From an optimization exercise on the open Yosys and OpenROAD flow, aimed at small area, a short achievable clock period and few clock cycles per item; shortcuts taken in it are not production practice.
Where RTL was checked, it was by simulation tests only, not by an equivalence proof against the original.
Only the layout flow was run in run 1; the RTL was not checked for function there.
Power and IR drop assume default switching activity.

==> flow/design.v <==
package swam_pkg;
  localparam int LETTER_W = 5;
  localparam int S_TDATA_W = 8;
  localparam int S_TUSER_W = 2;
  localparam int M_TDATA_W = 8;
  typedef enum logic [S_TUSER_W-1:0] {
    OP_CLEAR   = 2'd0,
    OP_PATTERN = 2'd1,
    OP_TEXT    = 2'd2
  } swam_op_t;
endpackage
module sliding_window_anagram_match
#(
  parameter int MAX_PATTERN = 256,
  parameter int ALPHABET    = 26
) (
  input  logic                 clk,
  input  logic                 rst,
  input  logic                 s_tvalid,
  output logic                 s_tready,
  input  logic [swam_pkg::S_TDATA_W-1:0] s_tdata,    
  input  logic [swam_pkg::S_TUSER_W-1:0] s_tuser,    
  input  logic                 s_tlast,
  output logic                 m_tvalid,
  input  logic                 m_tready,
  output logic [swam_pkg::M_TDATA_W-1:0] m_tdata,    
  output logic                 m_tlast
);
  localparam int LW    = swam_pkg::LETTER_W;
  localparam int PTR_W = $clog2(MAX_PATTERN);           
  localparam int CNT_W = PTR_W + 1;                     
  localparam int FW    = 4;                             
  localparam int BL    = 1 << FW;                       
  localparam int NB    = MAX_PATTERN / BL - 1;          
  localparam int QD    = 4;                             
  logic          rdy_q;
  logic          s_fire, sym_ok;
  logic          clr1, pat1, txt1, last1;
  logic [LW-1:0] let1;
  assign s_tready = rdy_q;
  assign s_fire   = s_tvalid && rdy_q;
  assign sym_ok   = s_tdata[LW-1:0] < LW'(ALPHABET);
  always_ff @(posedge clk) begin
    clr1  <= rst || (s_fire && s_tuser == swam_pkg::OP_CLEAR);
    pat1  <= !rst && s_fire && s_tuser == swam_pkg::OP_PATTERN && sym_ok;
    txt1  <= !rst && s_fire && s_tuser == swam_pkg::OP_TEXT && sym_ok;
    let1  <= s_tdata[LW-1:0];
    last1 <= s_tlast;
  end
  logic [CNT_W-1:0] plen_m1;       
  logic [PTR_W-1:0] tcnt;          
  logic             full;          
  logic             tstart;        
  logic             ovf;
  logic             lmax;          
  logic             clr, lnz, pat_add, pat_drop, txt_win, win_dec;
  logic [LW-1:0]    tap;           
  assign clr      = clr1;          
  assign lnz      = !plen_m1[CNT_W-1];
  assign pat_add  = pat1 && !tstart && !lmax;
  assign pat_drop = pat1 && !tstart && lmax;
  assign txt_win  = txt1 && lnz;
  assign win_dec  = txt_win && full;
  always_ff @(posedge clk) begin
    if (clr) begin
      plen_m1 <= '1;
      tcnt    <= '0;
      full    <= 1'b0;
      tstart  <= 1'b0;
      ovf     <= 1'b0;
      lmax    <= 1'b0;
    end else begin
      if (pat_add) begin
        plen_m1 <= plen_m1 + CNT_W'(1);
        lmax    <= (plen_m1 == CNT_W'(MAX_PATTERN - 2));
      end
      if (txt_win && !full) begin
        tcnt <= tcnt + PTR_W'(1);
        if (tcnt == plen_m1[PTR_W-1:0]) full <= 1'b1;
      end
      if (txt1) tstart <= 1'b1;
      if (pat_drop) ovf <= 1'b1;
    end
  end
  logic [PTR_W-FW-1:0] nblk;
  logic [LW-1:0]       blk_out [NB+1];
  logic [LW-1:0]       seg_in [FW+1];
  assign nblk       = plen_m1[PTR_W-1:FW];
  assign blk_out[0] = let1;
  for (genvar j = 0; j < NB; j++) begin : g_blk
    logic [LW*BL-1:0] sr;
    logic             en;
    assign en = txt_win && (nblk > (PTR_W-FW)'(j));
    always_ff @(posedge clk) begin
      if (en) sr <= {sr[LW*BL-LW-1:0], blk_out[j]};
    end
    assign blk_out[j+1] = sr[LW*BL-1 -: LW];
  end
  assign seg_in[FW] = blk_out[nblk];
  for (genvar k = FW - 1; k >= 0; k--) begin : g_seg
    localparam int N = 1 << k;
    logic [LW*N-1:0] sr;
    logic            en;
    assign en = txt_win && plen_m1[k];
    always_ff @(posedge clk) begin
      if (en) begin
        if (N == 1) sr <= seg_in[k+1];
        else        sr <= {sr[LW*N-LW-1:0], seg_in[k+1]};
      end
    end
    assign seg_in[k] = plen_m1[k] ? sr[LW*N-1 -: LW] : seg_in[k+1];
  end
  always_ff @(posedge clk) begin
    if (txt_win) tap <= seg_in[0];
  end
  logic [CNT_W-1:0]    diff [ALPHABET];
  logic [ALPHABET-1:0] dz;
  for (genvar i = 0; i < ALPHABET; i++) begin : g_cnt
    logic hit_new, hit_old, up, dn;
    assign hit_new = (let1 == LW'(i));
    assign hit_old = win_dec && (tap == LW'(i));
    assign up = txt_win && hit_new && !hit_old;
    assign dn = (pat_add && hit_new) || (hit_old && !hit_new);
    always_ff @(posedge clk) begin
      if (clr)     diff[i] <= CNT_W'(1);
      else if (up) diff[i] <= {diff[i][CNT_W-2:0], diff[i][8] ^ diff[i][4]};
      else if (dn) diff[i] <= {diff[i][0] ^ diff[i][5], diff[i][CNT_W-1:1]};
    end
    assign dz[i] = (diff[i] == CNT_W'(1));
  end
  logic v2, last2, found, match, found_o;
  always_ff @(posedge clk) begin
    v2    <= txt1 && !rst;
    last2 <= last1;
  end
  assign match   = !lnz || (full && (&dz));
  assign found_o = found || match;
  always_ff @(posedge clk) begin
    if (clr)     found <= 1'b0;
    else if (v2) found <= found_o;
  end
  logic [3:0]        q  [QD];      
  logic [QD-1:0]     qv;           
  logic [3:0]        q_in;
  logic              pop, rdy_next;
  logic              mvld;         
  logic [2:0]        base;
  assign q_in = {last2, ovf, found_o, match};
  assign pop  = qv[0] && m_tready;
  always_ff @(posedge clk) begin
    for (int j = 0; j < QD; j++) begin
      if (pop) begin
        if (j + 1 < QD && qv[j+1]) q[j] <= q[j+1];
        else if (v2 && (j == 0 || qv[j]))      q[j] <= q_in;
      end else begin
        if (v2 && !qv[j] && (j == 0 || qv[j-1])) q[j] <= q_in;
      end
    end
    mvld <= !rst && (v2 || (pop ? qv[1] : qv[0]));
    if (rst) begin
      qv <= '0;
    end else begin
      case ({pop, v2})
        2'b10:   qv <= qv >> 1;
        2'b01:   qv <= {qv[QD-2:0], 1'b1};
        default: qv <= qv;
      endcase
    end
  end
  always_comb begin
    base = 3'(v2) + 3'(txt1);
    for (int j = 0; j < QD; j++) base = base + 3'(qv[j]);
    case (base)
      3'd0, 3'd1, 3'd2: rdy_next = 1'b1;
      3'd3:             rdy_next = !s_fire || pop;
      default:          rdy_next = pop;
    endcase
  end
  always_ff @(posedge clk) begin
    if (rst) rdy_q <= 1'b1;
    else     rdy_q <= rdy_next;
  end
  assign m_tvalid = mvld;
  assign m_tdata  = {(swam_pkg::M_TDATA_W - 3)'(0), q[0][2:0]};
  assign m_tlast  = q[0][3];
endmodule
==> flow/flow/run.sh <==
#!/bin/bash
set -uo pipefail
bash standard.sh \
  BUFFER_PORTS_ARGS="-buffer_cell sky130_fd_sc_hd__buf_4" \
  SETUP_SLACK_MARGIN=9.2 \
  finish > standard.log 2>&1
==> flow/standard.sh <==
#!/bin/bash
# synth_recipe.tcl (not shown) runs the flow's synth.tcl, then flattens the netlist and writes it again
# the make line also repeats each setting of config.mk as NAME=value (left out here)
make -C /OpenROAD-flow-scripts/flow DESIGN_CONFIG=/design/flow/config.mk WORK_HOME=/design/flow/orfs CLKGATE_MAP_FILE= SYNTH_SCRIPT=/design/flow/synth_recipe.tcl "${@:-finish}"
==> flow/config.mk <==
export PLATFORM = sky130hd
export DESIGN_NAME = sliding_window_anagram_match
export DESIGN_NICKNAME = sliding_window_anagram_match
export VERILOG_FILES = /design/flow/design.v
export SDC_FILE = /design/flow/constraint.sdc
export NUM_CORES = 4
export LEC_CHECK = 0
export CAP_MARGIN = 20
export CORE_MARGIN = 2
export CORE_UTILIZATION = 60
export CTS_BUF_LIST = sky130_fd_sc_hd__clkbuf_16
export CTS_CLUSTER_DIAMETER = 80
export CTS_CLUSTER_SIZE = 24
export SLEW_MARGIN = 20
==> flow/constraint.sdc <==
create_clock -name core_clock -period 13.0 [get_ports {clk}]
set_input_delay 2.6000 -clock core_clock [delete_from_list [all_inputs] [get_ports {clk}]]
set_output_delay 2.6000 -clock core_clock [all_outputs]
set_load 0.01 [all_outputs]
==> summary.txt, run 1 <==
Post-synthesis average cell area = 17.6 um^2
Per-cell routed wire length = 21.0 um
Cell area after layout = 58400 um^2
FILL cells = 6218
CTS tree = yes
Pwr per Cell Area = 138 nW/um^2
Total Wirelength = 90900 um
Sequential area share after synthesis = 81.5%
Vias in the first global route = 24200
Yosys top cell area share = 71.4%
Final period util = 29.1%
First-pass GRT wire length = 141000 um
CP Data Arrival Time = 1.18 ns
Clock power frac = 32.1%
R2r startpoint = txt1$_DFF_P_
CP Max Fanout = 1
Worst Hold End = last2$_DFF_P_
Hold_sp = last1$_DFF_P_
Starting Density = 60.5%
GRT Residual Overflow = 0
Vias per Instance = 5.82
Actual slew at the worst max-slew pin = 1.07 ns
Synth Instances = 3088
Drt initial violations = 2081
Fin crit period = 3.78 ns
Max_cap viols = 0
Area after DPL = 56000 um^2
Register Area = 44400 um^2
Req. time, crit path = 10.40 ns
Crit Reg-Reg Endpoint = g_blk[12].sr[79]$_DFFE_PP_
I/O Buffers = 17
Die Wd = 305 um
Most common cell in the netlist = edfxtp_1
Asr flop ratio synth = 0%
Nets = 3129
Max incr delay on CP = 0.40 ns
GPL Wtd Cong = 0.817
Worst r2r path cells = 6
Total global-route track usage = 19.5%
Final Hold Vio Count = 0
Rel. slew slack = 28.6%
Critical path buffer and inverter count = 1
Die ar. = 93200 um^2
CTS sink cnt = 1569
Synth area leader = edfxtp_1
Clock buffer depth = 3
RSZ-0062 raised after global routing = true
YS warnings = 7
CP endpoint kind = output port
P_int = 6530 uW
Post-DP HPWL = 55800 um
Layout cell share with drive strength beyond 1 = 8.38%
Critical Path Start Type = register
Setup violators final = 0
Switch share = 19.2%
Top post-synthesis cells by count = 1296 x edfxtp_1, 278 x nor2_1, 273 x dfxtp_1, 216 x mux2i_1, 167 x a211oi_1
Slew Viols, Final = 0
Post-Syn Area = 54500 um^2
EDFF count, synth = 1296
Core area = 90000 um^2
Clock Root Buffer = clkbuf_16
Netlist cell types = 85
Setup_tns = 0 ns
Vias = 25200
Final hold slack = 0.344 ns
Cells after DPL = 4200
Fin util = 64.8%
Crit-path slowest cell = edfxtp_1
Multi-input gate area = 9670 um^2
Initial antenna violation count = 1
CTS buffer count = 77
Clk_skew = 0.0174 ns
Cell chain of the critical path = buf_6
IO Count = 26
Finished Layout Cells = 4329
Hold_buf cts = 0
Static leakage = 0.0156 uW
Top cells by area, synth = edfxtp_1 71%, dfxtp_1 10%, mux2i_1 4.0%
Worst skew pair latency = 0.65 ns
Largest delay share family, worst path = flip-flops
Worst-path clk slew = 0.09 ns
Die Ht = 305 um
Post-route ant nets = 0
CTS H-tree lvls = 3
Net Switching = 1550 uW
Dominant synthesized flop cell = edfxtp_1
Worst hold stages = 0
Fmax = 264 MHz
Max VDD drop = 0.101 mV
Row count = 110
Post-route DRC = 0
Sequential power share = 66.6%
Comb pwr share = 1.3%
Worst Hold Class = reg2reg
DR pass1 iterations = 5
WS Path Type = reg2out
#FFs+latches synth = 1569
Area Growth Syn to Fin = 7.11%
Largest net degree at the start of global routing = 83
Worst R2R Setup Slack = 9.41 ns
Status = complete, no violations
## per-stage QoR
| step | setup WS, ns | power (uW) |
|---|---|---|
| CTS | 9.16 | 8180 |
| finish | 9.22 | 8080 |
| detailed placement | 8.96 | 5600 |
| global route | 9.15 | 8350 |
| floorplan | 7.87 | 5560 |
| global placement | 9.06 | 5600 |
## cells in the final DEF, fill, tap and decap left out, types with 20 or more instances in the layout
| cell | n |
|---|---|
| mux2i_1 | 216 |
| clkbuf_16 | 78 |
| edfxtp_1 | 1296 |
| inv_1 | 53 |
| xor2_1 | 37 |
| nor2_1 | 273 |
| o211ai_1 | 20 |
| o21ai_0 | 25 |
| nand4_1 | 30 |
| dfxtp_1 | 271 |
| nor4_1 | 40 |
| a211oi_1 | 167 |
| nor4b_1 | 23 |
| nand3_1 | 54 |
| nand2_1 | 118 |
| a21oi_1 | 37 |
| xnor2_1 | 34 |
| mux2_2 | 58 |
| buf_4 | 46 |
## worst max-delay path by stage
stage,endpoint,cells after the start,start,slack [ns]
detailed placement,g_blk[9].sr[59]$_DFFE_PP_,6,txt1$_DFF_P_,8.96
finish,m_tlast,1,q[0][3]$_DFFE_PP_,9.22
global route,m_tlast,1,q[0][3]$_DFFE_PP_,9.15
global placement,g_blk[10].sr[0]$_DFFE_PP_,6,txt1$_DFF_P_,9.06
floorplan,g_blk[1].sr[0]$_DFFE_PP_,5,txt1$_DFF_P_,7.87
CTS,m_tlast,1,q[0][3]$_DFFE_PP_,9.16
## registers in the layout, indices dropped and copies added, names as in the netlist, 4 cells and up
register and cells:
qv 4, tcnt 8, plen_m1 9, g_seg.sr 75, g_blk.sr 1200, tap 5, diff 234, let1 5
q 16
## layer usage
metal / GRT usage [%] / routed length, um / vias to the layer above
met3: 2.31 / 3030 / 140
li1: - / - / 11900
met2: 29.8 / 41700 / 457
met1: 29.7 / 43500 / 12700
met4: 6.27 / 2680 / 0
met5: 0 / 0 / -
## power groups by stage
stage	Sequential [uW]	Clock [uW]	Combinational [uW]
5_1_grt	5380	2850	111
3_3_place_gp	5500	0	98.6
4_1_cts	5380	2700	102
2_1_floorplan	5490	0	72.7
3_5_place_dp	5500	0	102
6_report	5380	2600	102
## cell type report
type	instances	share of cell area, %
Inverter	25	0.161
Multi-Input combinational cell	1377	16.6
Sequential cell	1569	76.1
Clock buffer	78	3.34
Clock inverter	47	0.485
Antenna cell	1	0.00429
Tap cell	1176	2.52
Timing Repair Buffer	56	0.840
## what timing repair did
item / 4_1_cts / 5_1_grt
setup buffers: 0 / 1
cloned: 0 / 0
endpoints found under the setup margin: 565 / 5
resized for setup: 9 / 2
## cell families after synthesis
| kind of cell | after synthesis | share of synthesized area, % |
|---|---|---|
| and+or+nand+nor | 658 | 5.90 |
| DFF | 1569 | 81.5 |
| other | 1 | 0.00688 |
| xor gates and xnor gates | 71 | 1.14 |
| muxes | 282 | 5.42 |
| adders and majority gates | 8 | 0.225 |
| AOI/OAI and AO/OA | 353 | 4.68 |
| buffers and inverters | 146 | 1.17 |
==> run 2: changes to the inputs <==
--- a/flow/design.v
+++ b/flow/design.v
@@ -147,13 +147,20 @@
   logic [2:0]        base;
   assign q_in = {last2, ovf, found_o, match};
   assign pop  = qv[0] && m_tready;
+  logic       hold0, take1;
+  logic [3:0] q0_next;
+  assign hold0   = !pop && qv[0];
+  assign take1   = pop && qv[1];
+  assign q0_next = ({4{hold0}} & q[0]) | ({4{take1}} & q[1]) |
+                   ({4{!hold0 && !take1}} & q_in);
   always_ff @(posedge clk) begin
-    for (int j = 0; j < QD; j++) begin
+    q[0] <= q0_next;
+    for (int j = 1; j < QD; j++) begin
       if (pop) begin
         if (j + 1 < QD && qv[j+1]) q[j] <= q[j+1];
-        else if (v2 && (j == 0 || qv[j]))      q[j] <= q_in;
+        else if (v2 && qv[j])     q[j] <= q_in;
       end else begin
-        if (v2 && !qv[j] && (j == 0 || qv[j-1])) q[j] <= q_in;
+        if (v2 && !qv[j] && qv[j-1]) q[j] <= q_in;
       end
     end
     mvld <= !rst && (v2 || (pop ? qv[1] : qv[0]));
--- a/flow/config.mk
+++ b/flow/config.mk
@@ -7,7 +7,7 @@
 export LEC_CHECK = 0
 export CAP_MARGIN = 20
 export CORE_MARGIN = 2
-export CORE_UTILIZATION = 60
+export CORE_UTILIZATION = 70
 export CTS_BUF_LIST = sky130_fd_sc_hd__clkbuf_16
 export CTS_CLUSTER_DIAMETER = 80
 export CTS_CLUSTER_SIZE = 24
==> run 2 against run 1 <==
Against the previous run: hold slack lost 0.0036 ns; sequential power about the same; still clean on timing, DRC and antenna; count of clock-buffer cells in the layout up 1; largest cell class unchanged; sequential share of layout area grew 0.50 points.
==> summary.txt, run 2 <==
First-pass GRT wire length = 145000 um
CP endpoint kind = output port
Die ar. = 79900 um^2
YS warnings = 6
Worst Hold Class = reg2reg
Post-Syn Area = 54400 um^2
Multi-input gate area = 9560 um^2
WS Path Type = reg2out
Per-cell routed wire length = 22.8 um
Top post-synthesis cells by count = 1292 x edfxtp_1, 277 x dfxtp_1, 265 x nor2_1, 233 x mux2i_1, 178 x a211oi_1
RSZ-0062 raised after global routing = false
Register Area = 44300 um^2
Req. time, crit path = 10.40 ns
Static leakage = 0.0158 uW
Netlist cell types = 77
Vias = 25700
CTS buffer count = 76
Switch share = 19.1%
Synth Instances = 3080
#FFs+latches synth = 1569
Clock Root Buffer = clkbuf_16
Post-route DRC = 0
Largest net degree at the start of global routing = 105
Clock buffer depth = 3
Largest reg by FF count = g_blk.sr
Vias per Instance = 6.18
Hold_sp = last1$_DFF_P_
R2r startpoint = txt1$_DFF_P_
Most frequent cells in the layout = 1292 x edfxtp_1, 274 x dfxtp_1, 256 x nor2_1
Starting Density = 70.4%
CTS tree = yes
Comb pwr share = 1.0%
Ant diodes = 0
Rel. slew slack = 28.4%
Total global-route track usage = 23.9%
Slew Viols, Final = 0
Commonest non-fill, non-tap cell in the layout = edfxtp_1
Critical path buffer and inverter count = 1
IO Count = 26
Total Wirelength = 94600 um
Fin crit period = 3.73 ns
Most common cell in the netlist = edfxtp_1
Vias in the first global route = 24900
Worst-path clk slew = 0.08 ns
Top cells by area, synth = edfxtp_1 71%, dfxtp_1 10%, mux2i_1 4.3%
Area after DPL = 55700 um^2
Largest delay share family, worst path = flip-flops
Levels on crit path = 1
Biggest regs = g_blk.sr (1200), diff (234), g_seg.sr (75)
CP Max Fanout = 4
Max reg flops = 1200
Setup_tns = 0 ns
Hold_buf cts = 0
Die Wd = 283 um
CP Launch Point = rdy_q$_SDFF_PP1_
Sequential power share = 66.9%
Final period util = 28.7%
Post-route ant nets = 0
Pwr per Cell Area = 139 nW/um^2
CTS sink cnt = 1569
Worst r2r path cells = 6
GRT Residual Overflow = 0
Area Growth Syn to Fin = 6.51%
Design Power = 8040 uW
Yosys top cell area share = 71.3%
Max_cap viols = 0
Actual slew at the worst max-slew pin = 1.07 ns
Cell chain of the critical path = buf_4
Nets = 3110
Max VDD drop = 0.141 mV
Initial antenna violation count = 4
I/O Buffers = 17
CTS H-tree lvls = 3
P_int = 6500 uW
FILL cells = 4315
EDFF count, synth = 1292
Post-synthesis average cell area = 17.7 um^2
Asr flop ratio synth = 0%
Worst hold stages = 0
CP Data Arrival Time = 1.13 ns
Net Switching = 1540 uW
Fmax = 268 MHz
Worst skew pair latency = 0.66 ns
Layout cell share with drive strength beyond 1 = 7.22%
Sequential area share after synthesis = 81.5%
Critical Path Start Type = register
Crit-path slowest cell = dfxtp_2
Core area = 77200 um^2
DR pass1 iterations = 5
Synth area leader = edfxtp_1
Max incr delay on CP = 0.37 ns
Die Ht = 283 um
Status = complete, no violations
Post-DP HPWL = 54700 um
Dominant synthesized flop cell = edfxtp_1
Clk_skew = 0.0419 ns
Cell area after layout = 57900 um^2
Final Hold Vio Count = 0
Setup violators final = 0
Drt initial violations = 2643
Row count = 102
GPL Wtd Cong = 0.895
Clock power frac = 32.2%
run 2: final cells by class:
cell class,count,share of cell area [%]
flip-flops and latches,1569,76.6
clock inverters,29,0.367
clock buffers,79,3.41
repair buffers,55,0.747
multi-input cells,1362,16.5
inverters,23,0.149
well taps,1040,2.25
run 2: power by group through the flow:
stage | combinational, uW | sequential [uW] | clock [uW]
floorplan | 55.9 | 5480 | 0
CTS | 74.6 | 5370 | 2670
finish | 77.4 | 5370 | 2590
global route | 82.8 | 5370 | 2830
global placement | 71.8 | 5490 | 0
detailed placement | 73.6 | 5490 | 0
run 2: what timing repair did:
item | in CTS | in global routing
buffers inserted | 0 | 0
gates resized for setup | 1 | 0
endpoints found under the setup margin | 1 | 0
run 2: per-stage QoR:
step / hold slack [ns] / cells / setup slack, ns / util (%)
2_1_floorplan: 0.310 / 3084 / 7.57 / -
3_3_place_gp: 0.316 / 4047 / 9.08 / 72.1
3_5_place_dp: 0.323 / 4048 / 9.01 / 72.1
4_1_cts: 0.343 / 4156 / 9.24 / 75.0
5_1_grt: 0.347 / 4157 / 9.22 / 75.0
6_report: 0.340 / 4157 / 9.27 / 75.0
run 2: path summary, 6_finish.rpt:
path	endpoint	slack, ns
worst min register to register	last2$_DFF_P_	0.34
worst max register to register	g_blk[7].sr[74]$_DFFE_PP_	9.70
worst min-delay path	last2$_DFF_P_	0.34
worst max-delay path	s_tready	9.27
run 2: metal layers:
layer	vias to the layer above	track usage (%)	share of wire, %
met1	12900	36.8	46
met3	140	3.48	5.7
met4	0	6.77	2.3
met2	814	36.4	46
li1	11900	-	-
met5	-	0	0
run 2: kinds of logic (layout without fill, tap and decap cells):
kind of cell	Yosys count	after routing	share of synthesized area [%]
compound gates	375	375	4.86
xor+xnor	71	71	1.14
fa+ha+maj	8	8	0.225
buf+inv	153	186	1.18
flops	1569	1569	81.5
mux	275	275	5.30
other cells	1	5	0.00690
simple gates	628	628	5.74
Testbench counts of run 2, summed over its fixed seeds: cycles 77,933, items 52,211.
==> run 3: changes to the inputs <==
--- a/flow/config.mk
+++ b/flow/config.mk
@@ -7,7 +7,7 @@
 export LEC_CHECK = 0
 export CAP_MARGIN = 20
 export CORE_MARGIN = 2
-export CORE_UTILIZATION = 70
+export CORE_UTILIZATION = 60
 export CTS_BUF_LIST = sky130_fd_sc_hd__clkbuf_16
 export CTS_CLUSTER_DIAMETER = 80
 export CTS_CLUSTER_SIZE = 24
==> run 3 against run 2 <==
Against the previous run: still clean on timing, DRC and antenna; clock power about the same; register-to-register slack got worse by 0.20 ns; flip-flop and latch count unchanged; via count decreased by 1.8%; area after synthesis unchanged; setup slack got worse by 0.023 ns; hold slack got worse by 0.0039 ns; critical endpoint unchanged; highest routed layer unchanged.
==> summary.txt, run 3 <==
Most frequent cells in the layout = 1292 x edfxtp_1, 270 x dfxtp_1, 256 x nor2_1
GRT met3 Usage = 2.90%
Per-cell routed wire length = 21.2 um
Setup violators final = 0
Worst Hold Class = reg2reg
Critical Path Start Type = register
Vias per Instance = 5.86
Cell chain of the critical path = buf_6
Most common cell in the netlist = edfxtp_1
Actual slew at the worst max-slew pin = 1.06 ns
Vias in the first global route = 24600
DR pass1 iterations = 5
Vias = 25300
CTS tree = yes
First-pass GRT wire length = 142000 um
Largest reg by FF count = g_blk.sr
Clk_skew = 0.0331 ns
Met1 Use GR = 31.1%
Worst-path clk slew = 0.09 ns
Fin util = 64.7%
Fmax = 267 MHz
CTS sink cnt = 1569
CP Max Fanout = 4
Biggest regs = g_blk.sr (1200), diff (234), g_seg.sr (75)
Top post-synthesis cells by count = 1292 x edfxtp_1, 277 x dfxtp_1, 265 x nor2_1, 233 x mux2i_1, 178 x a211oi_1
Post-route DRC = 0
Commonest non-fill, non-tap cell in the layout = edfxtp_1
Total Wirelength = 91300 um
Static leakage = 0.0158 uW
Max incr delay on CP = 0.37 ns
Die Wd = 305 um
Drt initial violations = 2371
Post-route ant nets = 0
IO Count = 26
Critical path buffer and inverter count = 1
Largest delay share family, worst path = flip-flops
Cell area after layout = 58100 um^2
YS warnings = 6
Dominant synthesized flop cell = edfxtp_1
Cells after DPL = 4187
Largest net degree at the start of global routing = 94
#FFs+latches synth = 1569
CTS buffer count = 76
Area after DPL = 55900 um^2
Top cells by area, synth = edfxtp_1 71%, dfxtp_1 10%, mux2i_1 4.3%
Met2 GRT Util = 28.7%
EDFF count, synth = 1292
WS Path Type = reg2out
Post-Syn Area = 54400 um^2
Synth area leader = edfxtp_1
Area Growth Syn to Fin = 6.93%
Fin crit period = 3.75 ns
Hold_buf cts = 0
Worst skew pair latency = 0.67 ns
Max VDD drop = 0.0946 mV
I/O Buffers = 17
Yosys top cell area share = 71.3%
Pwr per Cell Area = 138 nW/um^2
Post-synthesis average cell area = 17.7 um^2
GRT Max-Usage Layer = met1
Initial antenna violation count = 7
Synth Instances = 3080
Nets = 3113
Max_cap viols = 0
Layout cell share with drive strength beyond 1 = 7.51%
Core area = 89900 um^2
Die Ht = 305 um
GPL Wtd Cong = 0.817
Clock Root Buffer = clkbuf_16
Req. time, crit path = 10.40 ns
Post-DP HPWL = 56600 um
RSZ-0062 raised after global routing = true
Finished Layout Cells = 4308
Clock buffer depth = 3
Slew Viols, Final = 0
CP Data Arrival Time = 1.15 ns
Sequential area share after synthesis = 81.5%
Final Hold Vio Count = 0
Crit-path slowest cell = dfxtp_4
Row count = 110
CTS H-tree lvls = 3
Final period util = 28.9%
Starting Density = 60.5%
Setup Buffers After CTS = 0
Asr flop ratio synth = 0%
Rel. slew slack = 29.1%
Design Power = 8030 uW
Setup_tns = 0 ns
Max reg flops = 1200
CP endpoint kind = output port
Netlist cell types = 77
Status = complete, no violations
Die ar. = 93100 um^2
Total global-route track usage = 19.7%
GRT Residual Overflow = 0
[run 3: per-stage QoR]
| stage | setup WS (ns) | hold WS [ns] |
|---|---|---|
| 5_1_grt | 9.19 | 0.355 |
| 2_1_floorplan | 7.57 | 0.310 |
| 6_report | 9.25 | 0.336 |
| 3_5_place_dp | 8.97 | 0.314 |
| 4_1_cts | 9.20 | 0.336 |
| 3_3_place_gp | 9.09 | 0.316 |
[run 3: worst paths after layout]
kind | from | endpoint | slack [ns] | depth (start not counted)
hold / removal | last1$_DFF_P_ | last2$_DFF_P_ | 0.34 | 0
setup / recovery | rdy_q$_SDFF_PP1_ | s_tready | 9.25 | 1
setup reg to reg | txt1$_DFF_P_ | g_blk[10].sr[59]$_DFFE_PP_ | 9.50 | 7
hold reg to reg | last1$_DFF_P_ | last2$_DFF_P_ | 0.34 | 0
[run 3: timing repair]
action                                  in CTS  in global routing
endpoints found under the setup margin       1                 63
gates resized for setup                      2                  6
endpoints found under the hold margin        0                  0
[run 3: final cells by class]
class | instances | area (um^2)
Multi-Input combinational cell | 1362 | 9560
Sequential cell | 1569 | 44400
Fill cell | 6151 | 31700
Clock inverter | 39 | 206
Tap cell | 1176 | 1470
Timing Repair Buffer | 58 | 463
Clock buffer | 80 | 2000
Antenna cell | 1 | 2.50
Inverter | 23 | 86.3
[run 3: report_power, final]
group / switching [uW] / internal [uW] / total (uW) / leakage (uW)
sequential: 12.2 / 5360 / 5370 / 0.0106
clock: 1450 / 1130 / 2580 / 0.00118
combinational: 56.8 / 21.2 / 78.0 / 0.00409
total: 1520 / 6510 / 8030 / 0.0158
[run 3: per-layer routing]
metal  wire, um  part of all wire, %
met4       2410                  2.6
met1      45000                   49
met5          0                    0
met2      40200                   44
met3       3720                  4.1
[run 3: cell families (layout without fill, tap and decap cells)]
family                   after synthesis  count (layout)  share of synthesized area (%)
adder cells (fa/ha/maj)                8               8                          0.225
buffers and inverters                153             200                           1.18
flip-flops                          1569            1569                           81.5
XOR/XNOR                              71              71                           1.14
AND/OR/NAND/NOR                      628             628                           5.74
multiplexers                         275             275                           5.30
AO/OA/AOI/OAI                        375             375                           4.86
other                                  1               6                        0.00690
==> run 4: changes to the inputs <==
==> flow/flow/run.sh (replaced) <==
#!/bin/bash
set -uo pipefail
bash standard.sh \
  BUFFER_PORTS_ARGS="-buffer_cell sky130_fd_sc_hd__buf_4" \
  SETUP_SLACK_MARGIN=9.45 \
  finish > standard.log 2>&1
==> run 4 against run 3 <==
Against the previous run: global-route usage decreased by 0.24 points; die area unchanged; flip-flop and latch count unchanged; clock power about the same; register-to-register slack improved by 0.21 ns; cell area about the same; critical endpoint is now m_tlast; sequential power about the same; first-iteration DRC count increased by 6.3%; area after synthesis unchanged; cell count decreased by 0.30%; clock skew decreased by 0.0030 ns; still clean.
==> summary.txt, run 4 <==
Setup violators final = 0
CP Max Fanout = 2
Worst skew pair latency = 0.67 ns
GPL Wtd Cong = 0.856
Sequential area share after synthesis = 81.5%
Max_cap viols = 0
Static leakage = 0.0158 uW
Row count = 110
CTS buffer count = 77
Total Wirelength = 90300 um
Ant diodes = 0
Fin crit period = 3.74 ns
Most frequent cells in the layout = 1292 x edfxtp_1, 268 x dfxtp_1, 256 x nor2_1
Pwr per Cell Area = 138 nW/um^2
Vias = 25200
Max VDD drop = 0.106 mV
CP Data Arrival Time = 1.14 ns
Top cells by area, synth = edfxtp_1 71%, dfxtp_1 10%, mux2i_1 4.3%
Synth area leader = edfxtp_1
Die Ht = 305 um
CP Launch Point = q[0][3]$_DFF_P_
GRT Residual Overflow = 0
YS warnings = 6
Design Power = 8030 uW
Total global-route track usage = 19.5%
Clock Root Buffer = clkbuf_16
Post-synthesis average cell area = 17.7 um^2
Initial antenna violation count = 2
Post-DP HPWL = 55500 um
CTS sink cnt = 1569
Starting Density = 60.5%
Sequential power share = 66.8%
RSZ-0062 raised after global routing = true
Layout cell share with drive strength beyond 1 = 7.66%
DR pass1 iterations = 5
Slew Viols, Final = 0
Worst Hold Class = reg2reg
Yosys top cell area share = 71.3%
#FFs+latches synth = 1569
Drt initial violations = 2521
Clock buffer depth = 3
Die ar. = 93100 um^2
CTS H-tree lvls = 3
Vias in the first global route = 24200
Fin util = 64.7%
Largest delay share family, worst path = flip-flops
Worst Hold End = last2$_DFF_P_
Commonest non-fill, non-tap cell in the layout = edfxtp_1
Clock power frac = 32.2%
Per-cell routed wire length = 21.0 um
Comb pwr share = 1.0%
Final Hold Vio Count = 0
R2r startpoint = let1[0]$_DFF_P_
Crit-path slowest cell = dfxtp_2
Max reg flops = 1200
Most common cell in the netlist = edfxtp_1
Max incr delay on CP = 0.36 ns
Net Switching = 1520 uW
Clk_skew = 0.0301 ns
Worst-path clk slew = 0.09 ns
Netlist cell types = 77
IO Count = 26
CP endpoint kind = output port
Largest net degree at the start of global routing = 114
Actual slew at the worst max-slew pin = 1.14 ns
First-pass GRT wire length = 141000 um
Top post-synthesis cells by count = 1292 x edfxtp_1, 277 x dfxtp_1, 265 x nor2_1, 233 x mux2i_1, 178 x a211oi_1
Status = complete, no violations
Post-route DRC = 0
Post-Syn Area = 54400 um^2
Crit Reg-Reg Endpoint = diff[1][8]$_SDFFE_PP0P_
Critical Path Start Type = register
Post-route ant nets = 0
EDFF count, synth = 1292
Nets = 3114
Rel. slew slack = 23.4%
Dominant synthesized flop cell = edfxtp_1
Worst hold stages = 0
WS Path Type = reg2out
Hold_sp = last1$_DFF_P_
Req. time, crit path = 10.40 ns
Hold_buf cts = 0
P_int = 6510 uW
Asr flop ratio synth = 0%
Core area = 89900 um^2
Final period util = 28.8%
Synth Instances = 3080
Vias per Instance = 5.87
CTS tree = yes
Die Wd = 305 um
Biggest regs = g_blk.sr (1200), diff (234), g_seg.sr (75)
Cell chain of the critical path = buf_6
Worst r2r path cells = 6
Setup_tns = 0 ns
Worst R2R Setup Slack = 9.71 ns
Switch share = 19.0%
Critical path buffer and inverter count = 1
I/O Buffers = 17
Area Growth Syn to Fin = 6.93%
Largest reg by FF count = g_blk.sr
Fmax = 268 MHz
[run 4: cell count changes in the layout (fill, tap and decap cells not counted), moves of 3 or more]
| cell | before | now |
|---|---|---|
| buf_4 | 55 | 51 |
| buf_6 | 2 | 7 |
| inv_1 | 49 | 39 |
| dfxtp_2 | 5 | 8 |
[run 4: cell families (layout without fill, tap and decap cells)]
| family | Yosys count | after routing | share of synthesized area, % |
|---|---|---|---|
| muxes | 275 | 275 | 5.30 |
| DFF | 1569 | 1569 | 81.5 |
| adders and majority gates | 8 | 8 | 0.225 |
| buffers and inverters | 153 | 188 | 1.18 |
| and+or+nand+nor | 628 | 628 | 5.74 |
| other | 1 | 5 | 0.00690 |
| AOI/OAI and AO/OA | 375 | 375 | 4.86 |
| xor gates and xnor gates | 71 | 71 | 1.14 |
[run 4: power by group through the flow]
stage | Combinational (uW) | Clock (uW) | Sequential, uW
floorplan | 56.8 | 0 | 5480
global placement | 77.1 | 0 | 5480
detailed placement | 79.2 | 0 | 5490
CTS | 79.7 | 2690 | 5370
global route | 86.6 | 2850 | 5370
finish | 80.5 | 2580 | 5370
[run 4: per-stage QoR]
stage               hold slack (ns)  worst slack (ns)  instances  instance area, um^2
floorplan                     0.310              9.41       3084                54600
global placement              0.317              9.24       4185                55900
detailed placement            0.318              9.16       4186                55900
CTS                           0.341              9.21       4295                58100
global route                  0.350              9.21       4295                58100
finish                        0.337              9.26       4295                58100
[run 4: cell type report]
cell class,count,area [um^2]
tap,1176,1470
fill,6187,31700
clock buffer,80,2000
sequential,1569,44400
clock inverter,27,189
timing repair buffer,58,462
multi-input combinational,1362,9580
inverter,23,86.3
[run 4: layer usage]
metal | track usage [%] | part of all wire (%)
met5 | 0 | 0
met4 | 5.39 | 2.5
met3 | 2.89 | 3.8
met2 | 28.0 | 44
met1 | 31.3 | 50
[run 4: worst reg2reg max path, cell delays in order (launching register included)]
cell,delay [ns]
dfxtp_1,0.97
nand2b_1,0.43
nor3_1,0.35
mux2i_2,0.81
mux2_2,0.42
mux2i_1,0.13
nor2_1,0.06
[run 4: worst max-delay path by stage]
stage                                    end  slack, ns  depth (start not counted)
after detailed placement   q[3][3]$_DFFE_PP_       9.16                          3
after floorplan           qv[1]$_SDFFE_PP0P_       9.41                          6
final                                m_tlast       9.26                          1
after global placement     q[3][1]$_DFFE_PP_       9.24                          3
after global routing                 m_tlast       9.21                          1
after CTS                            m_tlast       9.21                          1
[run 4: what timing repair did]
action                     4_1_cts  5_1_grt
buffers inserted                 2        0
setup endpoints to repair        6        6
resized for setup               12        0
==> run 5: changes to the inputs <==
--- a/flow/design.v
+++ b/flow/design.v
@@ -33,11 +33,11 @@
   localparam int BL    = 1 << FW;                       
   localparam int NB    = MAX_PATTERN / BL - 1;          
   localparam int QD    = 4;                             
-  logic          rdy_q;
+  logic          rdy_q, rdy_o;    
   logic          s_fire, sym_ok;
   logic          clr1, pat1, txt1, last1;
   logic [LW-1:0] let1;
-  assign s_tready = rdy_q;
+  assign s_tready = rdy_o;
   assign s_fire   = s_tvalid && rdy_q;
   assign sym_ok   = s_tdata[LW-1:0] < LW'(ALPHABET);
   always_ff @(posedge clk) begin
@@ -187,6 +187,9 @@
     if (rst) rdy_q <= 1'b1;
     else     rdy_q <= rdy_next;
   end
+  always_ff @(posedge clk) begin
+    rdy_o <= rst || (base + 3'(s_fire) <= 3'(QD - 1) + 3'(pop));
+  end
   assign m_tvalid = mvld;
   assign m_tdata  = {(swam_pkg::M_TDATA_W - 3)'(0), q[0][2:0]};
   assign m_tlast  = q[0][3];
==> flow/flow/run.sh (replaced) <==
#!/bin/bash
set -uo pipefail
bash standard.sh \
  BUFFER_PORTS_ARGS="-buffer_cell sky130_fd_sc_hd__buf_4" \
  SETUP_SLACK_MARGIN=9.2 \
  finish > standard.log 2>&1
--- a/flow/config.mk
+++ b/flow/config.mk
@@ -7,8 +7,8 @@
 export LEC_CHECK = 0
 export CAP_MARGIN = 20
 export CORE_MARGIN = 2
-export CORE_UTILIZATION = 60
-export CTS_BUF_LIST = sky130_fd_sc_hd__clkbuf_16
+export CORE_UTILIZATION = 70
+export CTS_BUF_LIST = sky130_fd_sc_hd__clkbuf_4 sky130_fd_sc_hd__clkbuf_8 sky130_fd_sc_hd__clkbuf_16
 export CTS_CLUSTER_DIAMETER = 80
 export CTS_CLUSTER_SIZE = 24
 export SLEW_MARGIN = 20
==> run 5 against run 4 <==
Against the previous run: power grew 1.5%; sequential share of layout area is 0.35 points lower; clock skew decreased by 0.0045 ns; utilization grew 11 points; flip-flop and latch count grew 1; synthesized cell count up 1.8%; critical endpoint is now m_tdata[1].
==> summary.txt, run 5 <==
Post-DP HPWL = 56700 um
Sequential power share = 66.1%
Max incr delay on CP = 0.35 ns
CTS resizes = 0
Comb pwr share = 1.1%
CP endpoint kind = output port
Row count = 102
Die ar. = 80500 um^2
Final hold slack = 0.336 ns
Post-Syn Area = 54800 um^2
Crit-path slowest cell = dfxtp_1
Clock power frac = 32.8%
Critical Path Sink = m_tdata[1]
GPL Wtd Cong = 0.889
Asr flop ratio synth = 0%
Clk_skew = 0.0256 ns
Status = complete, no violations
RSZ-0062 raised after global routing = false
Pwr per Cell Area = 140 nW/um^2
Final period util = 28.4%
Clock Root Buffer = clkbuf_16
Critical path buffer and inverter count = 1
WS Path Type = reg2out
Total Wirelength = 96000 um
Per-cell routed wire length = 22.8 um
CP Launch Point = q[0][1]$_DFF_P_
Layout cell share with drive strength beyond 1 = 8.34%
Critical Path Start Type = register
Multi-input gate area = 9940 um^2
DR pass1 iterations = 6
GRT Residual Overflow = 0
Area Growth Syn to Fin = 6.71%
Slew Viols, Final = 0
First-pass GRT wire length = 147000 um
CTS tree = yes
Area after DPL = 56000 um^2
Commonest non-fill, non-tap cell in the layout = edfxtp_1
Largest net degree at the start of global routing = 102
Dominant synthesized flop cell = edfxtp_1
R2r startpoint = plen_m1[8]$_SDFFE_PP1P_
Netlist cell types = 86
Final Hold Vio Count = 0
Die Wd = 284 um
EDFF count, synth = 1292
Sequential area share after synthesis = 81.0%
Worst Hold Class = reg2reg
Yosys top cell area share = 70.9%
Die Ht = 284 um
Net Switching = 1540 uW
IO Count = 26
Req. time, crit path = 10.40 ns
Actual slew at the worst max-slew pin = 1.11 ns
Vias per Instance = 6.19
Setup violators final = 0
Largest delay share family, worst path = flip-flops
Post-synthesis average cell area = 17.5 um^2
Cell chain of the critical path = buf_4
Switch share = 18.9%
Worst R2R Setup Slack = 9.48 ns
Max_cap viols = 0
Fmax = 271 MHz
Fin crit period = 3.69 ns
Worst skew pair latency = 0.64 ns
Biggest regs = g_blk.sr (1200), diff (234), g_seg.sr (75)
Vias = 26000
Clock buffer depth = 3
Top cells by area, synth = edfxtp_1 71%, dfxtp_1 10%, mux2i_1 3.9%
Post-route DRC = 0
Worst r2r path cells = 6
Levels on crit path = 1
Rel. slew slack = 25.8%
Crit Reg-Reg Endpoint = g_blk[12].sr[18]$_DFFE_PP_
Cell area after layout = 58400 um^2
Hold_buf cts = 0
Most common cell in the netlist = edfxtp_1
Register Area = 44400 um^2
I/O Buffers = 17
Largest reg by FF count = g_blk.sr
CTS H-tree lvls = 3
Post-route ant nets = 0
Max reg flops = 1200
Core area = 77500 um^2
Starting Density = 70.7%
Setup_tns = 0 ns
Vias in the first global route = 25200
CTS sink cnt = 1570
Setup Buffers After CTS = 0
Synth area leader = edfxtp_1
Top post-synthesis cells by count = 1292 x edfxtp_1, 286 x nor2_1, 278 x dfxtp_1, 215 x mux2i_1, 203 x a211oi_1
Worst-path clk slew = 0.09 ns
Max VDD drop = 0.166 mV
Static leakage = 0.0154 uW
Initial antenna violation count = 7
Drt initial violations = 2811
Most frequent cells in the layout = 1292 x edfxtp_1, 278 x nor2_1, 275 x dfxtp_1
YS warnings = 6
#FFs+latches synth = 1570
Synth Instances = 3136
Worst slack at placement = 8.93 ns
CP Data Arrival Time = 1.09 ns
Nets = 3162
CP Max Fanout = 2
Total global-route track usage = 23.8%
P_int = 6610 uW
Final setup margin = 9.31 ns
FILL cells = 4373
CTS buffer count = 77
==> run 5: changes by cell type after synthesis, moves of 7 or more <==
cell	change
xor2_1	-29
nand2_1	+9
mux2i_1	-18
xnor2_1	+29
a21oi_1	+18
a31oi_1	-11
a211oi_1	+25
nor2_1	+21
nand4b_1	-7
buf_2	+31
clkbuf_1	-28
==> run 5: logic make-up (layout without fill, tap and decap cells) <==
kind of cell	count (synthesis)	in the layout	synth area share (%)
flip-flops	1570	1570	81.0
AND/OR/NAND/NOR	649	650	5.89
AO/OA/AOI/OAI	416	416	5.45
multiplexers	250	250	4.80
buffers and inverters	166	190	1.36
XOR/XNOR	71	71	1.14
adder cells (fa/ha/maj)	13	13	0.338
other	1	9	0.00685
==> run 5: worst min path at each step <==
stage / startpoint / depth (start not counted) / end
floorplan: last1$_DFF_P_ / 0 / last2$_DFF_P_
global route: last1$_DFF_P_ / 0 / last2$_DFF_P_
detailed placement: last1$_DFF_P_ / 0 / last2$_DFF_P_
finish: last1$_DFF_P_ / 0 / last2$_DFF_P_
CTS: last1$_DFF_P_ / 0 / last2$_DFF_P_
global placement: last1$_DFF_P_ / 0 / last2$_DFF_P_
==> run 5: layout make-up <==
type | count | area share [%]
multi-input cells | 1405 | 17.0
well taps | 1040 | 2.23
inverters | 28 | 0.180
flip-flops and latches | 1570 | 75.9
clock inverters | 11 | 0.285
diodes | 4 | 0.0171
clock buffers | 99 | 3.64
repair buffers | 52 | 0.702
==> run 5: routing by layer <==
metal	share of wire [%]	vias up	track usage, %
met5	0	-	0
met4	2.4	0	7.02
met3	5.0	138	2.75
met2	46	714	36.1
met1	46	13200	37.3
li1	-	12000	-
==> run 5: per-stage QoR <==
step,instances,total power (uW),utilization [%]
finish,4209,8150,75.4
global route,4205,8390,75.4
CTS,4203,8230,75.3
detailed placement,4093,5590,72.4
global placement,4093,5590,72.3
floorplan,3140,5560,-
==> run 5: power by group through the flow <==
stage / sequential, uW / combinational, uW / clock (uW)
global placement: 5500 / 88.0 / 0
detailed placement: 5500 / 91.4 / 0
floorplan: 5490 / 72.8 / 0
global route: 5390 / 101 / 2900
CTS: 5390 / 92.2 / 2750
finish: 5390 / 93.6 / 2670
Testbench counts of run 5, summed over its fixed seeds: cycles 77,933, items 52,211.
==> run 6: changes to the inputs <==
--- a/flow/config.mk
+++ b/flow/config.mk
@@ -8,7 +8,7 @@
 export CAP_MARGIN = 20
 export CORE_MARGIN = 2
 export CORE_UTILIZATION = 70
-export CTS_BUF_LIST = sky130_fd_sc_hd__clkbuf_4 sky130_fd_sc_hd__clkbuf_8 sky130_fd_sc_hd__clkbuf_16
-export CTS_CLUSTER_DIAMETER = 80
-export CTS_CLUSTER_SIZE = 24
+export CTS_BUF_LIST = sky130_fd_sc_hd__clkbuf_8
+export CTS_CLUSTER_DIAMETER = 50
+export CTS_CLUSTER_SIZE = 18
 export SLEW_MARGIN = 20
==> run 6 against run 5 <==
Against the previous run: cell count is 3.0% higher; highest routed layer is now met5; maximum frequency is 3.9% lower; sequential share of layout area is 0.81 points lower; clock skew is 0.011 ns higher; critical endpoint is now m_tdata[2]; synthesized cell count stayed put; count of clock-buffer cells in the layout is 40 higher; still clean on timing, DRC and antenna; flip-flop and latch count stayed put.
==> summary.txt, run 6 <==
Total global-route track usage = 22.9%
Post-DP HPWL = 56700 um
DR pass1 iterations = 5
GRT Residual Overflow = 0
Initial antenna violation count = 8
Complex-gate fraction of the synthesized area = 5.45%
Static leakage = 0.0157 uW
Commonest non-fill, non-tap cell in the layout = edfxtp_1
Area Growth Syn to Fin = 7.87%
Sequential area share after synthesis = 81.0%
Post-route DRC = 0
WS Path Type = reg2out
Die ar. = 80500 um^2
FILL cells = 4290
Rel. slew slack = 23.6%
Slew Viols, Final = 0
Worst slack at placement = 8.93 ns
Post-Syn Area = 54800 um^2
Multi-input gate area = 9920 um^2
Worst skew pair latency = 0.79 ns
Yosys top cell area share = 70.9%
Dominant synthesized flop cell = edfxtp_1
I/O Buffers = 17
CTS buffer count = 131
Netlist cell types = 86
Max incr delay on CP = 0.34 ns
Layout cell share with drive strength beyond 1 = 11.4%
Register Area = 44400 um^2
CP Data Arrival Time = 1.24 ns
CTS sink cnt = 1570
Drt initial violations = 2674
Max_cap viols = 0
Vias in the first global route = 25200
Largest reg by FF count = g_blk.sr
Cell chain of the critical path = buf_6
Synth Instances = 3136
Setup_tns = 0 ns
CP Max Fanout = 2
Vias per Instance = 6.05
Critical Path Start Type = register
Largest family of logic cells by synthesized area = simple AND/OR/NAND/NOR gates
Post-synthesis average cell area = 17.5 um^2
Final period util = 29.6%
Vias = 26200
Req. time, crit path = 10.40 ns
Worst hold stages = 0
Per-cell routed wire length = 21.3 um
Worst Hold Class = reg2reg
CTS tree = yes
Max VDD drop = 0.116 mV
Final hold slack = 0.339 ns
Post-route ant nets = 0
Core area = 77500 um^2
Row count = 102
Final setup margin = 9.16 ns
Most common cell in the netlist = edfxtp_1
Synth area leader = edfxtp_1
Largest net degree at the start of global routing = 102
Top cells by area, synth = edfxtp_1 71%, dfxtp_1 10%, mux2i_1 3.9%
Final Hold Vio Count = 0
Worst-path clk slew = 0.09 ns
Critical path buffer and inverter count = 1
CTS H-tree lvls = 4
YS warnings = 6
Xor and xnor area share after synthesis = 1.14%
Fmax = 260 MHz
Post-synthesis mux area share = 4.80%
Crit-path slowest cell = dfxtp_2
Max reg flops = 1200
Hold_buf cts = 0
#FFs+latches synth = 1570
Levels on crit path = 1
Clock buffer depth = 3
Nets = 3216
GPL Wtd Cong = 0.889
Largest delay share family, worst path = flip-flops
Die Ht = 284 um
Biggest regs = g_blk.sr (1200), diff (234), g_seg.sr (75)
Die Wd = 284 um
EDFF count, synth = 1292
Most frequent cells in the layout = 1292 x edfxtp_1, 278 x nor2_1, 269 x dfxtp_1
Starting Density = 70.7%
First-pass GRT wire length = 142000 um
Clock Root Buffer = clkbuf_8
Simple-Gate Fraction of Synth Area = 5.89%
Setup violators final = 0
Status = complete, no violations
Asr flop ratio synth = 0%
IO Count = 26
Actual slew at the worst max-slew pin = 1.14 ns
Pwr per Cell Area = 143 nW/um^2
Clk_skew = 0.0368 ns
RSZ-0062 raised after global routing = true
Total Wirelength = 92200 um
Worst r2r path cells = 6
CP endpoint kind = output port
Fin crit period = 3.84 ns
Adder-cell share of the synthesized area = 0.338%
Top post-synthesis cells by count = 1292 x edfxtp_1, 286 x nor2_1, 278 x dfxtp_1, 215 x mux2i_1, 203 x a211oi_1
==> run 6: where the power goes <==
group	switching [uW]	internal, uW
clock network	1610	1340
logic	61.9	31.7
registers	18.5	5370
==> run 6: cell type report <==
cell class | count | share of cell area, %
diodes | 3 | 0.0127
clock buffers | 139 | 3.24
clock inverters | 98 | 1.73
inverters | 28 | 0.178
multi-input cells | 1404 | 16.8
flip-flops and latches | 1570 | 75.1
well taps | 1040 | 2.20
repair buffers | 53 | 0.712
==> run 6: what timing repair did <==
| action | 4_1_cts | 5_1_grt |
|---|---|---|
| setup buffers | 0 | 2 |
| resized for setup | 12 | 0 |
| endpoints found under the setup margin | 6 | 6 |
==> run 6: per-layer routing <==
| layer | vias to the layer above | share of wire [%] | track usage (%) | wire length, um |
|---|---|---|---|---|
| met5 | - | 0.058 | 0 | 53 |
| met4 | 8 | 2.6 | 7.83 | 2350 |
| met3 | 165 | 4.6 | 3.43 | 4280 |
| met2 | 713 | 45 | 33.6 | 41400 |
| met1 | 13100 | 48 | 36.0 | 44100 |
| li1 | 12200 | - | - | - |
==> run 6: worst paths after layout <==
path,start,to,slack (ns)
worst max-delay path,q[0][2]$_DFF_P_,m_tdata[2],9.16
worst min-delay path,last1$_DFF_P_,last2$_DFF_P_,0.34
worst max register to register,plen_m1[8]$_SDFFE_PP1P_,g_blk[12].sr[74]$_DFFE_PP_,9.53
worst min register to register,last1$_DFF_P_,last2$_DFF_P_,0.34
==> run 6: kinds of logic after synthesis <==
| logic type | count (synthesis) |
|---|---|
| DFF | 1570 |
| and+or+nand+nor | 649 |
| AOI/OAI and AO/OA | 416 |
| muxes | 250 |
| buffers and inverters | 166 |
| xor gates and xnor gates | 71 |
| adders and majority gates | 13 |
| other | 1 |
==> run 6: through the flow <==
step           instance area [um^2]  cells  utilization (%)  total power (uW)
2_1_floorplan                 54900   3140                -              5560
3_3_place_gp                  56000   4093             72.3              5590
3_5_place_dp                  56000   4093             72.4              5590
4_1_cts                       59000   4330             76.2              8520
5_1_grt                       59100   4333             76.2              8710
6_report                      59100   4335             76.2              8420
==> run 7: changes to the inputs <==
--- a/flow/config.mk
+++ b/flow/config.mk
@@ -9,6 +9,6 @@
 export CORE_MARGIN = 2
 export CORE_UTILIZATION = 70
 export CTS_BUF_LIST = sky130_fd_sc_hd__clkbuf_8
-export CTS_CLUSTER_DIAMETER = 50
-export CTS_CLUSTER_SIZE = 18
+export CTS_CLUSTER_DIAMETER = 40
+export CTS_CLUSTER_SIZE = 14
 export SLEW_MARGIN = 20
==> run 7 against run 6 <==
Against the previous run: power grew 4.1%; wire length increased by 0.43%; critical path depth did not move; critical endpoint unchanged.
==> summary.txt, run 7 <==
Final period util = 29.6%
GRT Residual Overflow = 0
Comb pwr share = 1.1%
Worst-path clk slew = 0.07 ns
CP Launch Point = q[0][2]$_DFF_P_
GRT Max-Usage Layer = met1
CTS sink cnt = 1570
Switch share = 20.3%
Setup_tns = 0 ns
Hold_buf cts = 0
Cell chain of the critical path = buf_6
CTS tree = yes
Net Switching = 1780 uW
Die ar. = 80500 um^2
Synth area leader = edfxtp_1
Clock power frac = 37.5%
Clock buffer depth = 3
DR pass1 iterations = 7
Max VDD drop = 0.150 mV
Critical path buffer and inverter count = 1
P_int = 6990 uW
Area Growth Syn to Fin = 8.91%
IO Count = 26
I/O Buffers = 17
RSZ-0062 raised after global routing = true
Drt initial violations = 2741
Max_cap viols = 0
Total global-route track usage = 23.1%
Worst Hold Class = reg2reg
Max reg flops = 1200
Post-route DRC = 0
Post-route ant nets = 0
Clock Root Buffer = clkbuf_8
Most common cell in the netlist = edfxtp_1
Multi-input gate area = 9930 um^2
Asr flop ratio synth = 0%
First-pass GRT wire length = 143000 um
GPL Wtd Cong = 0.889
Final hold slack = 0.323 ns
Status = complete, no violations
#FFs+latches synth = 1570
Yosys top cell area share = 70.9%
FILL cells = 4197
Die Wd = 284 um
Hold_sp = last1$_DFF_P_
Clk_skew = 0.0329 ns
YS warnings = 6
Vias = 26300
GRT met3 Usage = 4.04%
R2r startpoint = plen_m1[8]$_SDFFE_PP1P_
Post-Syn Area = 54800 um^2
Actual slew at the worst max-slew pin = 1.09 ns
Largest delay share family, worst path = flip-flops
Req. time, crit path = 10.40 ns
Top cells by area, synth = edfxtp_1 71%, dfxtp_1 10%, mux2i_1 3.9%
Die Ht = 284 um
Starting Density = 70.7%
Per-cell routed wire length = 21.1 um
Met2 GRT Util = 33.7%
CTS H-tree lvls = 4
Fin crit period = 3.85 ns
Row count = 102
Setup violators final = 0
CP Max Fanout = 2
Vias in the first global route = 25500
CP Data Arrival Time = 1.25 ns
Top post-synthesis cells by count = 1292 x edfxtp_1, 286 x nor2_1, 278 x dfxtp_1, 215 x mux2i_1, 203 x a211oi_1
Synth Instances = 3136
WS Path Type = reg2out
Worst skew pair latency = 0.83 ns
Post-DP HPWL = 56700 um
Slew Viols, Final = 0
Biggest regs = g_blk.sr (1200), diff (234), g_seg.sr (75)
Crit-path slowest cell = dfxtp_2
EDFF count, synth = 1292
CP endpoint kind = output port
Max incr delay on CP = 0.33 ns
Sequential power share = 61.4%
Final Hold Vio Count = 0
Critical Path Start Type = register
Layout cell share with drive strength beyond 1 = 12.4%
Netlist cell types = 86
Sequential area share after synthesis = 81.0%
Static leakage = 0.0160 uW
Met1 Use GR = 36.0%
Rel. slew slack = 26.9%
Vias per Instance = 6.01
Nets = 3249
Initial antenna violation count = 9
Post-synthesis average cell area = 17.5 um^2
Register Area = 44400 um^2
Commonest non-fill, non-tap cell in the layout = edfxtp_1
Core area = 77500 um^2
CTS buffer count = 165
Total Wirelength = 92600 um
Dominant synthesized flop cell = edfxtp_1
Pwr per Cell Area = 147 nW/um^2
Fmax = 260 MHz
Most frequent cells in the layout = 1292 x edfxtp_1, 278 x nor2_1, 269 x dfxtp_1
Largest reg by FF count = g_blk.sr
Largest net degree at the start of global routing = 102
[run 7: cell families (layout without fill, tap and decap cells)]
logic type	after synthesis	in the layout	synth area share, %
DFF	1570	1570	81.0
and+or+nand+nor	649	649	5.89
AOI/OAI and AO/OA	416	416	5.45
muxes	250	250	4.80
buffers and inverters	166	367	1.36
xor gates and xnor gates	71	71	1.14
adders and majority gates	13	13	0.338
other	1	7	0.00685
[run 7: layout make-up]
cell class	instances	share of cell area (%)
sequential	1570	74.4
antenna	2	0.00839
inverter	28	0.176
multi-input combinational	1404	16.7
tap	1040	2.18
clock inverter	113	1.86
clock buffer	174	4.02
timing repair buffer	52	0.692
[run 7: path summary, 6_finish.rpt]
kind	to	slack, ns	cells after the start
max	m_tdata[2]	9.15	1
min	last2$_DFF_P_	0.32	0
max reg2reg	g_blk[12].sr[71]$_DFFE_PP_	9.52	6
min reg2reg	last2$_DFF_P_	0.32	0
[run 7: power groups by stage]
stage | combinational [uW] | sequential (uW) | clock [uW]
after floorplan | 72.8 | 5490 | 0
after global placement | 88.0 | 5500 | 0
after detailed placement | 91.4 | 5500 | 0
after CTS | 92.2 | 5390 | 3390
after global routing | 101 | 5390 | 3580
final | 93.8 | 5390 | 3290
[run 7: repair_timing]
item | in CTS | in global routing
pin swaps | 0 | 0
endpoints found under the setup margin | 6 | 6
buffers inserted | 0 | 1
gates resized for setup | 12 | 0
[run 7: stage by stage]
step	worst slack [ns]	std cells	total power, uW	util, %	area, um^2
final	9.15	4383	8770	77.0	59600
after global routing	9.08	4382	9060	77.0	59600
after CTS	9.06	4380	8860	76.9	59600
after detailed placement	8.93	4093	5590	72.4	56000
after global placement	9.02	4093	5590	72.3	56000
after floorplan	8.18	3140	5560	-	54900
[run 7: metal layers]
| metal | share of wire [%] | vias to the layer above |
|---|---|---|
| met5 | 0.044 | - |
| met3 | 5.2 | 176 |
| met4 | 2.3 | 6 |
| met1 | 47 | 13100 |
| met2 | 45 | 739 |
| li1 | - | 12300 |
==> run 8: changes to the inputs <==
--- a/flow/config.mk
+++ b/flow/config.mk
@@ -8,7 +8,7 @@
 export CAP_MARGIN = 20
 export CORE_MARGIN = 2
 export CORE_UTILIZATION = 70
-export CTS_BUF_LIST = sky130_fd_sc_hd__clkbuf_8
-export CTS_CLUSTER_DIAMETER = 40
-export CTS_CLUSTER_SIZE = 14
+export CTS_BUF_LIST = sky130_fd_sc_hd__clkbuf_16
+export CTS_CLUSTER_DIAMETER = 80
+export CTS_CLUSTER_SIZE = 24
 export SLEW_MARGIN = 20
==> run 8 against run 7 <==
Against the previous run: area after synthesis unchanged; global-route usage increased by 0.79 points; flip-flop and latch count unchanged; power decreased by 7.6%; sequential power about the same; die area unchanged; largest power group unchanged; highest routed layer is now met4.
==> summary.txt, run 8 <==
Total Wirelength = 96400 um
Core area = 77500 um^2
Req. time, crit path = 10.40 ns
Clock power frac = 32.3%
Die ar. = 80500 um^2
Vias = 26000
Asr flop ratio synth = 0%
Max_cap viols = 0
Clock Root Buffer = clkbuf_16
Starting Density = 70.7%
Final Hold Vio Count = 0
Yosys top cell area share = 70.9%
DR pass1 iterations = 6
Total global-route track usage = 23.9%
WS Path Type = reg2out
Die Ht = 284 um
Post-route ant nets = 0
EDFF count, synth = 1292
Post-DP HPWL = 56700 um
Worst Hold Class = reg2reg
Clock buffer depth = 3
Top post-synthesis cells by count = 1292 x edfxtp_1, 286 x nor2_1, 278 x dfxtp_1, 215 x mux2i_1, 203 x a211oi_1
Max incr delay on CP = 0.35 ns
Biggest regs = g_blk.sr (1200), diff (234), g_seg.sr (75)
Sequential area share after synthesis = 81.0%
Most common cell in the netlist = edfxtp_1
Layout cell share with drive strength beyond 1 = 7.68%
First-pass GRT wire length = 148000 um
Worst-path clk slew = 0.09 ns
Static leakage = 0.0154 uW
Most frequent cells in the layout = 1292 x edfxtp_1, 278 x nor2_1, 275 x dfxtp_1
GPL Wtd Cong = 0.889
CTS sink cnt = 1570
Pwr per Cell Area = 139 nW/um^2
I/O Buffers = 17
Final period util = 28.4%
CTS buffer count = 77
Critical path buffer and inverter count = 1
Largest delay share family, worst path = flip-flops
Rel. slew slack = 27.2%
Max reg flops = 1200
Setup violators final = 0
Design Power = 8100 uW
Setup Buffers After CTS = 0
Crit-path slowest cell = dfxtp_1
CP Max Fanout = 2
P_int = 6560 uW
Clk_skew = 0.0283 ns
Actual slew at the worst max-slew pin = 1.09 ns
Nets = 3161
Largest net degree at the start of global routing = 102
CP endpoint kind = output port
Net Switching = 1540 uW
Setup_tns = 0 ns
Vias in the first global route = 25200
Worst skew pair latency = 0.64 ns
Dominant synthesized flop cell = edfxtp_1
Vias per Instance = 6.19
Netlist cell types = 86
Final hold slack = 0.336 ns
Top cells by area, synth = edfxtp_1 71%, dfxtp_1 10%, mux2i_1 3.9%
Post-route DRC = 0
Synth Instances = 3136
Post-synthesis average cell area = 17.5 um^2
Status = complete, no violations
IO Count = 26
Drt initial violations = 2727
RSZ-0062 raised after global routing = false
Fin crit period = 3.69 ns
Post-Syn Area = 54800 um^2
Commonest non-fill, non-tap cell in the layout = edfxtp_1
Synth area leader = edfxtp_1
Largest reg by FF count = g_blk.sr
YS warnings = 6
Max VDD drop = 0.165 mV
#FFs+latches synth = 1570
Per-cell routed wire length = 22.9 um
Cell chain of the critical path = buf_4
Sequential power share = 66.5%
Critical Path Start Type = register
CTS tree = yes
CTS H-tree lvls = 3
Comb pwr share = 1.2%
Initial antenna violation count = 7
Slew Viols, Final = 0
CP Data Arrival Time = 1.09 ns
Switch share = 19.0%
Area Growth Syn to Fin = 6.55%
Fmax = 271 MHz
Row count = 102
Die Wd = 284 um
GRT Residual Overflow = 0
## run 8: cell types whose count changed in the layout (fill, tap and decap cells not counted), sizes merged
cell      before  now
clkbuf       174   79
inv           72   54
clkinvlp      18    0
clkinv        36    3
bufinv        15    2
## run 8: worst paths after layout
kind | cells after the start | startpoint | slack [ns] | endpoint
setup / recovery | 1 | q[0][1]$_DFF_P_ | 9.31 | m_tdata[1]
hold / removal | 0 | last1$_DFF_P_ | 0.34 | last2$_DFF_P_
setup reg to reg | 6 | plen_m1[8]$_SDFFE_PP1P_ | 9.42 | g_blk[12].sr[58]$_DFFE_PP_
hold reg to reg | 0 | last1$_DFF_P_ | 0.34 | last2$_DFF_P_
## run 8: cell families after synthesis
group / Yosys count / synth area share, %
AO/OA/AOI/OAI: 416 / 5.45
XOR/XNOR: 71 / 1.14
adder cells (fa/ha/maj): 13 / 0.338
buffers and inverters: 166 / 1.36
flip-flops: 1570 / 81.0
multiplexers: 250 / 4.80
other: 1 / 0.00685
AND/OR/NAND/NOR: 649 / 5.89
## run 8: stage by stage
| step | cell area, um^2 | cells | utilization, % | worst slack, ns |
|---|---|---|---|---|
| after floorplan | 54900 | 3140 | - | 8.18 |
| after global placement | 56000 | 4093 | 72.3 | 9.02 |
| after detailed placement | 56000 | 4093 | 72.4 | 8.93 |
| after CTS | 58300 | 4203 | 75.2 | 9.27 |
| after global routing | 58300 | 4204 | 75.3 | 9.20 |
| final | 58300 | 4206 | 75.3 | 9.31 |
## run 8: layout make-up
class,count,area [um^2]
multi-input combinational,1404,9930
tap,1040,1300
sequential,1570,44400
clock buffer,79,1980
fill,4360,19100
inverter,28,105
antenna,2,5.00
timing repair buffer,52,410
clock inverter,31,241
## run 8: layer usage
layer | GRT usage [%] | share of wire [%]
met1 | 37.2 | 46
met2 | 36.4 | 46
met3 | 2.84 | 4.8
met4 | 7.22 | 2.6
met5 | 0 | 0
## run 8: power by group through the flow
stage / Clock (uW) / Sequential [uW] / Combinational (uW)
floorplan: 0 / 5490 / 72.8
global placement: 0 / 5500 / 88.0
detailed placement: 0 / 5500 / 91.4
CTS: 2700 / 5390 / 92.1
global route: 2840 / 5390 / 101
finish: 2620 / 5390 / 93.5
## run 8: what timing repair did
action                                  4_1_cts  5_1_grt
endpoints found under the hold margin         0        0
hold buffers                                  0        0
resized for setup                             0        0
endpoints found under the setup margin        0       62

afterwards: timing with drivers on the ports:
Ports are ideal in the flow. The routed layouts listed here were re-timed in OpenROAD.
Step 1 sets driving cells, clkbuf_16 on the clock port and buf_2 on the other inputs (assumed; they add their load-dependent delay and slew).
Step 2 moves the port delays by t, midway between the first and last clock arrival at a register: inputs arrive t later, outputs are due t later. That takes back most of the time a late clock gives input paths.
Three values: ideal, step 1, step 2; two values: the first two.
| run | t, ns | setup slack, ns | hold WS [ns] | latest minus earliest clock arrival (ns) |
|---|---|---|---|---|
| run 1 | 0.718 | 9.216 / 9.145 / 9.231 | 0.344 / 0.344 / 0.344 | 0.023 / 0.023 |
| run 2 | 0.709 | 9.272 / 9.202 / 8.982 | 0.340 / 0.340 / 0.340 | 0.041 / 0.042 |
| run 3 | 0.724 | 9.249 / 9.185 / 8.980 | 0.336 / 0.336 / 0.336 | 0.040 / 0.040 |
| run 4 | 0.733 | 9.262 / 9.189 / 9.158 | 0.337 / 0.337 / 0.337 | 0.033 / 0.034 |
| run 5 | 0.694 | 9.306 / 9.239 / 8.881 | 0.336 / 0.336 / 0.336 | 0.028 / 0.029 |
| run 6 | 0.830 | 9.156 / 9.099 / 8.882 | 0.339 / 0.339 / 0.339 | 0.036 / 0.037 |
| run 7 | 0.869 | 9.151 / 9.093 / 8.900 | 0.323 / 0.323 / 0.323 | 0.035 / 0.034 |
| run 8 | 0.698 | 9.307 / 9.238 / 8.877 | 0.336 / 0.336 / 0.336 | 0.028 / 0.028 |
After both steps every run listed still meets setup and hold. For run 8, which loses most, drivers alone change the setup slack by -0.069 ns; drivers and shift together by -0.430 ns.
